From an optimization exercise on the open Yosys and OpenROAD flow, aimed at small area, a short achievable clock period and few clock cycles; shortcuts taken in it are not production practice. Function was checked by simulation only, so behaviour that the tests miss may differ from the original. Power and IR drop assume default switching activity.

File: design/flow/run.sh
#!/bin/bash
# synth_recipe.tcl (not shown) runs the flow's synth.tcl, then flattens the netlist and writes it again
# the make line also repeats each setting of config.mk as NAME=value (left out here)
make -C /OpenROAD-flow-scripts/flow DESIGN_CONFIG=/design/flow/config.mk WORK_HOME=/design/flow/orfs CLKGATE_MAP_FILE= SYNTH_SCRIPT=/design/flow/synth_recipe.tcl finish
File: design/flow/config.mk
export PLATFORM = sky130hd
export DESIGN_NAME = conv2d_stream_p
export DESIGN_NICKNAME = conv2d_stream_p
export VERILOG_FILES = /design/flow/design.v
export SDC_FILE = /design/flow/constraint.sdc
export NUM_CORES = 4
export LEC_CHECK = 0
export CAP_MARGIN = 20
export CORE_MARGIN = 2
export CORE_UTILIZATION = 40
export SLEW_MARGIN = 20
File: design/flow/constraint.sdc
create_clock -name core_clock -period 6.5 [get_ports {clk}]
set_input_delay 1.3000 -clock core_clock [delete_from_list [all_inputs] [get_ports {clk}]]
set_output_delay 1.3000 -clock core_clock [all_outputs]
set_load 0.01 [all_outputs]
File: design/flow/design.v
module conv2d_stream_p #(
  parameter int unsigned IMG_W  = 32,
  parameter int unsigned IMG_H  = 32,
  parameter int unsigned DATA_W = 8,
  parameter int unsigned COEF_W = 8,
  parameter int unsigned OUT_W  = 16,
  parameter int unsigned SHIFT  = 0
) (
  input  logic                  clk,
  input  logic                  reset,
  input  logic                  start,
  input  logic [9*COEF_W-1:0]   coef,
  input  logic                  relu_en,
  input  logic [DATA_W-1:0]     in_data,
  input  logic                  in_valid,
  output logic                  in_ready,
  output logic [OUT_W-1:0]      out_data,
  output logic                  out_valid,
  input  logic                  out_ready,
  output logic                  out_last,
  output logic                  busy,
  output logic                  done
);
  localparam int unsigned AW = DATA_W + COEF_W + 4;
  localparam int unsigned EW = (AW > OUT_W) ? AW : OUT_W;
  localparam int unsigned CW = $clog2(IMG_W);
  localparam int unsigned RW = $clog2(IMG_H);
  localparam logic signed [EW-1:0] MAXV = EW'({1'b0, {(OUT_W-1){1'b1}}});
  localparam logic signed [EW-1:0] MINV = ~MAXV;
  typedef enum logic [1:0] {IDLE, RUN, FLUSH} state_t;
  state_t                 state, state_d;
  logic                   done_d;
  logic [9*COEF_W-1:0]    coef_q;
  logic                   relu_q;
  logic [CW-1:0]          col;
  logic [RW-1:0]          row;
  logic [DATA_W-1:0]      lb0 [IMG_W];
  logic [DATA_W-1:0]      lb1 [IMG_W];
  logic [DATA_W-1:0]      win [3][3];
  logic                   win_valid, win_last;
  logic signed [AW-1:0]   prod [9];
  logic signed [AW-1:0]   prod_d [9];
  logic                   s1_valid, s1_last;
  logic signed [AW-1:0]   acc, res;
  logic signed [EW-1:0]   res_e;
  logic [OUT_W-1:0]       sat;
  logic                   stall, accept, complete, last_pix;
  assign stall    = out_valid && !out_ready;
  assign in_ready = (state == RUN) && !stall;
  assign accept   = in_valid && in_ready;
  assign complete = (row >= RW'(2)) && (col >= CW'(2));
  assign last_pix = (row == RW'(IMG_H-1)) && (col == CW'(IMG_W-1));
  assign busy     = (state != IDLE);
  always_comb begin
    state_d = state;
    done_d  = 1'b0;
    case (state)
      IDLE:    if (start) state_d = RUN;
      RUN:     if (accept && last_pix) state_d = FLUSH;
      FLUSH:   if (out_valid && out_ready && out_last) begin
                 state_d = IDLE;
                 done_d  = 1'b1;
               end
      default: state_d = IDLE;
    endcase
  end
  always_ff @(posedge clk or negedge reset) begin
    if (!reset) begin
      state <= IDLE;
      done  <= 1'b0;
    end else begin
      state <= state_d;
      done  <= done_d;
    end
  end
  always_ff @(posedge clk or negedge reset) begin
    if (!reset) begin
      coef_q <= '0;
      relu_q <= 1'b0;
      row    <= '0;
      col    <= '0;
    end else if (state == IDLE && start) begin
      coef_q <= coef;
      relu_q <= relu_en;
      row    <= '0;
      col    <= '0;
    end else if (accept) begin
      if (col == CW'(IMG_W-1)) begin
        col <= '0;
        row <= last_pix ? '0 : row + RW'(1);
      end else begin
        col <= col + CW'(1);
      end
    end
  end
  always_ff @(posedge clk) begin
    if (accept) begin
      lb0[col] <= lb1[col];
      lb1[col] <= in_data;
      for (int r = 0; r < 3; r++) begin
        win[r][0] <= win[r][1];
        win[r][1] <= win[r][2];
      end
      win[0][2] <= lb0[col];
      win[1][2] <= lb1[col];
      win[2][2] <= in_data;
    end
  end
  always_comb begin
    for (int r = 0; r < 3; r++) begin
      for (int c = 0; c < 3; c++) begin
        prod_d[r*3+c] = AW'($signed({1'b0, win[r][c]}))
                      * AW'($signed(coef_q[(8-(r*3+c))*COEF_W +: COEF_W]));
      end
    end
  end
  always_ff @(posedge clk) begin
    if (!stall && win_valid) begin
      for (int i = 0; i < 9; i++) prod[i] <= prod_d[i];
    end
  end
  always_comb begin
    acc = '0;
    for (int i = 0; i < 9; i++) acc = acc + prod[i];
    res = acc >>> SHIFT;
    if (relu_q && res < 0) res = '0;
    res_e = EW'(res);
    if (res_e > MAXV)      sat = OUT_W'(MAXV);
    else if (res_e < MINV) sat = OUT_W'(MINV);
    else                   sat = OUT_W'(res_e);
  end
  always_ff @(posedge clk or negedge reset) begin
    if (!reset) begin
      win_valid <= 1'b0;
      win_last  <= 1'b0;
      s1_valid  <= 1'b0;
      s1_last   <= 1'b0;
      out_valid <= 1'b0;
      out_last  <= 1'b0;
      out_data  <= '0;
    end else if (!stall) begin
      win_valid <= accept && complete;
      win_last  <= accept && last_pix;
      s1_valid  <= win_valid;
      s1_last   <= win_last;
      out_valid <= s1_valid;
      out_last  <= s1_last;
      if (s1_valid) out_data <= sat;
    end
  end
endmodule
==> impl_metrics.sql <==
INSERT INTO impl_metrics (metric_group, metric, value, unit) VALUES
('status', 'outcome', 'timing/DRC/antenna clean', ''),
('run', 'cap_viol_max_count', '0', ''),
('detailed_routing', 'routed-via-count', '30570', ''),
('die', 'initial_utilization', '40.19', '%'),
('detailed_routing', 'count_of_unresolved_drc_violations_after_routing', '0', ''),
('placed_design', 'place.detailed.hpwl', '88710', 'µm'),
('final_layout', 'fillers', '11900', ''),
('clocking', 'cts_h_tree_depth', '3', ''),
('synthesis', 'netlist_instances', '4026', ''),
('worst_setup_path', 'worst_ep_arrival_time', '6.11', 'ns'),
('pwr', 'design_power_total', '32.92', 'mW'),
('worst_setup_path', 'max_stage_delay', '0.69', 'ns'),
('global_route', 'grt_first_pass_wirelength', '193700', 'µm'),
('worst_setup_path', 'path_common_cell', 'sky130_fd_sc_hd__fa_1', ''),
('synthesis', 'ys_types', '63', ''),
('synthesis', 'synth.yosys.seq_area_share', '46.47', '%'),
('pwr', 'vdd.ir_drop.worst', '0.8074', 'mV'),
('final_layout', 'layout-drive-gt1-share', '10.11', '%'),
('sta', 'tightestPinTransition', '1.093', 'ns'),
('worst_setup_path', 'timing.setup.critical_path_class', 'reg -> reg', ''),
('detailed_routing', 'routed_wirelength', '123000', 'µm'),
('die', 'core_area', '133000', 'µm²'),
('worst_setup_path', 'critical_path_peak_fanout', '15', ''),
('global_route', 'antenna_found_initial', '2', ''),
('worst_setup_path', 'timing.critical_path.to_type', 'flip-flop', ''),
('worst_setup_path', 'cp_launch_type', 'flip-flop', ''),
('clocking', 'post_cts_resize_count', '0', ''),
('detailed_routing', 'initialDrtViolationCount', '2060', ''),
('synthesis', 'yosys_warnings', '4', ''),
('die', 'io_pins', '107', ''),
('synthesis', 'postSynthAreaPerCell', '13.27', 'µm²'),
('detailed_routing', 'routedWlPerCell', '20.33', 'µm'),
('clocking', 'cts_buffers', '92', ''),
('sta', 'timing_max_transition_violations_final', '0', ''),
('clocking', 'clock_insertion_delay_worst_skew', '0.74', 'ns'),
('sta', 'worst_hold_slack', '0.4771', 'ns'),
('detailed_routing', 'vias_per_cell', '5.053', ''),
('sta', 'rsz0062_at_grt', 'false', ''),
('detailed_routing', 'first_pass_iters', '7', ''),
('final_layout', 'relative_area_change_from_synthesis_to_final_layout', '12.23', '%'),
('clocking', 'post_cts.repair.setup_buffers', '0', ''),
('sta', 'final.period_utilization', '84.71', '%'),
('global_route', 'grt_resource_usage_total', '18.69', '%'),
('clocking', 'clkTransAtPathRegs', '0.06', 'ns'),
('pwr', 'power_density', '549.0', 'nW/µm²'),
('clocking', 'holdBufCountCts', '0', ''),
('global_route', 'largest_net_degree_at_the_start_of_global_routing', '101', ''),
('synthesis', 'synth_top_area_share', '41.42', '%'),
('synthesis', 'synth.net_count', '4981', ''),
('final_layout', 'design.final.nets', '5157', ''),
('placed_design', 'gp_routability_congestion', '0.8673', ''),
('detailed_routing', 'antenna_left', '0', ''),
('sta', 'timing.clock.skew', '0.06921', 'ns'),
('clocking', 'number_of_buffers_between_clock_root_and_the_deepest_sink', '3', ''),
('synthesis', 'synth-main-ff-cell', 'sky130_fd_sc_hd__edfxtp_1', ''),
('synthesis', 'synth_area_leaders', 'sky130_fd_sc_hd__edfxtp_1 (41%), sky130_fd_sc_hd__fa_1 (17%), sky130_fd_sc_hd__ha_1 (9.7%), sky130_fd_sc_hd__mux4_2 (5.4%), sky130_fd_sc_hd__dfrtp_1 (5.1%)', ''),
('global_route', 'grt_pass1_vias', '32410', ''),
('worst_setup_path', 'critical_path_required', '7.10', 'ns'),
('clocking', 'cts_root_buf', 'sky130_fd_sc_hd__clkbuf_16', ''),
('sta', 'worst_slew_margin_rel', '27.02', '%'),
('die', 'std_cell_rows', '134', ''),
('die', 'chipHeight', '369.5', 'µm'),
('global_route', 'grt_remaining_overflow', '0', ''),
('synthesis', 'post_synth_instance_area', '53440', 'µm²'),
('sta', 'max_clock_freq', '181.6', 'MHz'),
('pwr', 'leakage', '24.58', 'nW'),
('worst_setup_path', 'cp_cell_sequence', 'fa_1 > fa_1 > fa_1 > fa_1 > ha_1 > inv_1 > fa_1 > nand2b_1 > a21oi_1 > o2111ai_1 > a21boi_0 > o311ai_0 > o41ai_4 > nand2_1 > a21oi_2', ''),
('synthesis', 'yosysTopAreaCell', 'sky130_fd_sc_hd__edfxtp_1', ''),
('die', 'design.die.area', '136500', 'µm²'),
('sta', 'final_setup_violation_count', '0', ''),
('clocking', 'cts_tree', 'yes', '');
-- through the flow --
| stage | worst slack [ns] | cell area (µm²) | cells | util, % |
|---|---|---|---|---|
| 2_1_floorplan | 0.4461 | 53440 | 4026 | - |
| 3_3_place_gp | 1.055 | 56890 | 5876 | 42.79 |
| 3_5_place_dp | 0.9741 | 56890 | 5876 | 42.79 |
| 4_1_cts | 0.9572 | 59970 | 6049 | 45.10 |
| 5_1_grt | 0.5042 | 59970 | 6049 | 45.10 |
| 6_report | 0.9937 | 59970 | 6051 | 45.11 |
-- cell usage after synthesis (3+ instances only) --
library cell,number
sky130_fd_sc_hd__a31oi_1,7
sky130_fd_sc_hd__a21oi_2,10
sky130_fd_sc_hd__buf_1,17
sky130_fd_sc_hd__nand2b_1,69
sky130_fd_sc_hd__nor2b_1,28
sky130_fd_sc_hd__o311a_1,3
sky130_fd_sc_hd__dfrtp_1,108
sky130_fd_sc_hd__o31ai_1,7
sky130_fd_sc_hd__a41o_1,5
sky130_fd_sc_hd__ha_1,415
sky130_fd_sc_hd__fa_1,454
sky130_fd_sc_hd__or2_2,13
sky130_fd_sc_hd__o22ai_1,3
sky130_fd_sc_hd__o21bai_1,3
sky130_fd_sc_hd__a22oi_1,66
sky130_fd_sc_hd__clkbuf_1,60
sky130_fd_sc_hd__nand3b_1,3
sky130_fd_sc_hd__nand3_1,23
sky130_fd_sc_hd__or3_1,13
sky130_fd_sc_hd__o41a_1,3
sky130_fd_sc_hd__o21a_1,4
sky130_fd_sc_hd__buf_2,4
sky130_fd_sc_hd__xnor2_1,101
sky130_fd_sc_hd__a41oi_1,9
sky130_fd_sc_hd__edfxtp_1,737
sky130_fd_sc_hd__mux2_2,63
sky130_fd_sc_hd__nand4_1,17
sky130_fd_sc_hd__a21o_1,17
sky130_fd_sc_hd__xor2_1,12
sky130_fd_sc_hd__mux4_2,128
sky130_fd_sc_hd__a21oi_1,72
sky130_fd_sc_hd__nor3b_1,3
sky130_fd_sc_hd__and2_1,297
sky130_fd_sc_hd__nand2_1,294
sky130_fd_sc_hd__o21ai_0,52
sky130_fd_sc_hd__o41ai_1,4
sky130_fd_sc_hd__nor3_1,29
sky130_fd_sc_hd__inv_1,666
sky130_fd_sc_hd__nor2_1,152
sky130_fd_sc_hd__and3_1,8
sky130_fd_sc_hd__a21boi_0,17
-- state kept, by name, summed over array words and instances (netlist names), 2 cells and up --
name      flops
col           5
lb1         256
prod        153
coef_q       72
lb0         256
state         2
win          72
out_data     16
row           5
-- worst max-delay path: cells and delay by family, from the launching register on --
family                     cells  cell delay (ns)
buffers and inverters          1             0.08
and+or+nand+nor                2             0.36
adders and majority gates      6             2.68
AOI/OAI and AO/OA              6             1.92
DFF                            1             0.39
-- placed cells by master (no fill, tap or decap), drive strengths merged, types with 13 or more instances in the layout --
cell	netlist	routed
xnor2	101	101
nand2	295	295
ha	415	415
inv	666	674
a22oi	66	66
nand4	17	17
fa	454	454
mux4	128	128
clkinv	0	41
or3	14	14
edfxtp	737	737
dfrtp	108	108
nor2	152	152
and2	297	297
a21oi	82	82
or2	13	13
clkdlybuf4s50	0	104
mux2	63	63
nor2b	28	28
nand3	23	23
buf	23	61
a21o	17	17
clkbuf	60	113
nor3	29	29
o21ai	54	54
nand2b	69	69
a21boi	17	17
-- final cells by class --
class / instances / area [µm²] / share of cell area, %
flip-flops and latches: 845 / 24840 / 41.42
well taps: 1768 / 2212 / 3.689
diodes: 2 / 5.005 / 0.008345
clock buffers: 113 / 2411 / 4.020
repair buffers: 165 / 1525 / 2.543
clock inverters: 60 / 666.9 / 1.112
inverters: 666 / 2502 / 4.173
multi-input cells: 2432 / 25810 / 43.03
-- per-layer routing --
metal  vias up  global-route usage, %  routed length [µm]
met5         -                      0                   0
met4         0                  5.620                3673
met3       166                  3.799                7605
met2       720                  30.83               59080
met1     15660                  24.88               52680
li1      14030                      -                   -
-- report_power, final --
part / total, mW / switching [mW] / internal (mW)
Clock: 5.29 / 2.32 / 2.97
Combinational: 18.8 / 10.9 / 7.91
Sequential: 8.79 / 0.796 / 7.99
-- path summary, 6_finish.rpt --
kind | to | slack [ns] | cells after the start | start
setup / recovery | out_data[14]$_DFFE_PN0P_ | 0.99 | 15 | prod[6][2]$_DFFE_PP_
hold / removal | s1_last$_DFFE_PN0N_ | 0.48 | 2 | s1_last$_DFFE_PN0N_
setup reg to reg | out_data[14]$_DFFE_PN0P_ | 0.99 | 15 | prod[6][2]$_DFFE_PP_
hold reg to reg | s1_last$_DFFE_PN0N_ | 0.48 | 2 | s1_last$_DFFE_PN0N_
max in group asynchronous | coef_q[56]$_DFFE_PN0P_ | 4.69 | 2 | reset
min in group asynchronous | coef_q[32]$_DFFE_PN0P_ | 0.63 | 1 | reset
-- kinds of logic after synthesis --
family                     Yosys count  share of synthesized area [%]
xor gates and xnor gates           113                          1.852
adders and majority gates          869                          26.73
and+or+nand+nor                    958                          9.050
DFF                                845                          46.47
AOI/OAI and AO/OA                  301                          3.880
buffers and inverters              749                          5.299
muxes                              191                          6.722
Testbench counts, summed over its fixed seeds: cycles 32,904.

==> port drivers added, routing unchanged <==
The flow's constraints put no driver on any port. The routed layout listed below was extracted and timed again, unchanged, in two steps. Step 1: set_driving_cell puts a clkbuf_16 on clk and a buf_2 on each other input, an assumption about the parent block. Step 2, shift: input delay + t, output delay - t, t = (earliest + latest rising clock arrival at the registers) / 2. This alone moves slack from input paths to output paths. Three values: ideal, step 1, step 2; two values: the first two.
t, ns: 0.780
slack for setup (ns): 0.994 / 0.994 / 0.994
worst setup path at the end: register to register
latest minus earliest clock arrival (ns): 0.075 / 0.075
worst slew at a driven data input, ns: 0.07
After both steps this run still meets setup and hold. The setup slack of this run moves by 0.000 ns with the drivers and by 0.000 ns with both steps.
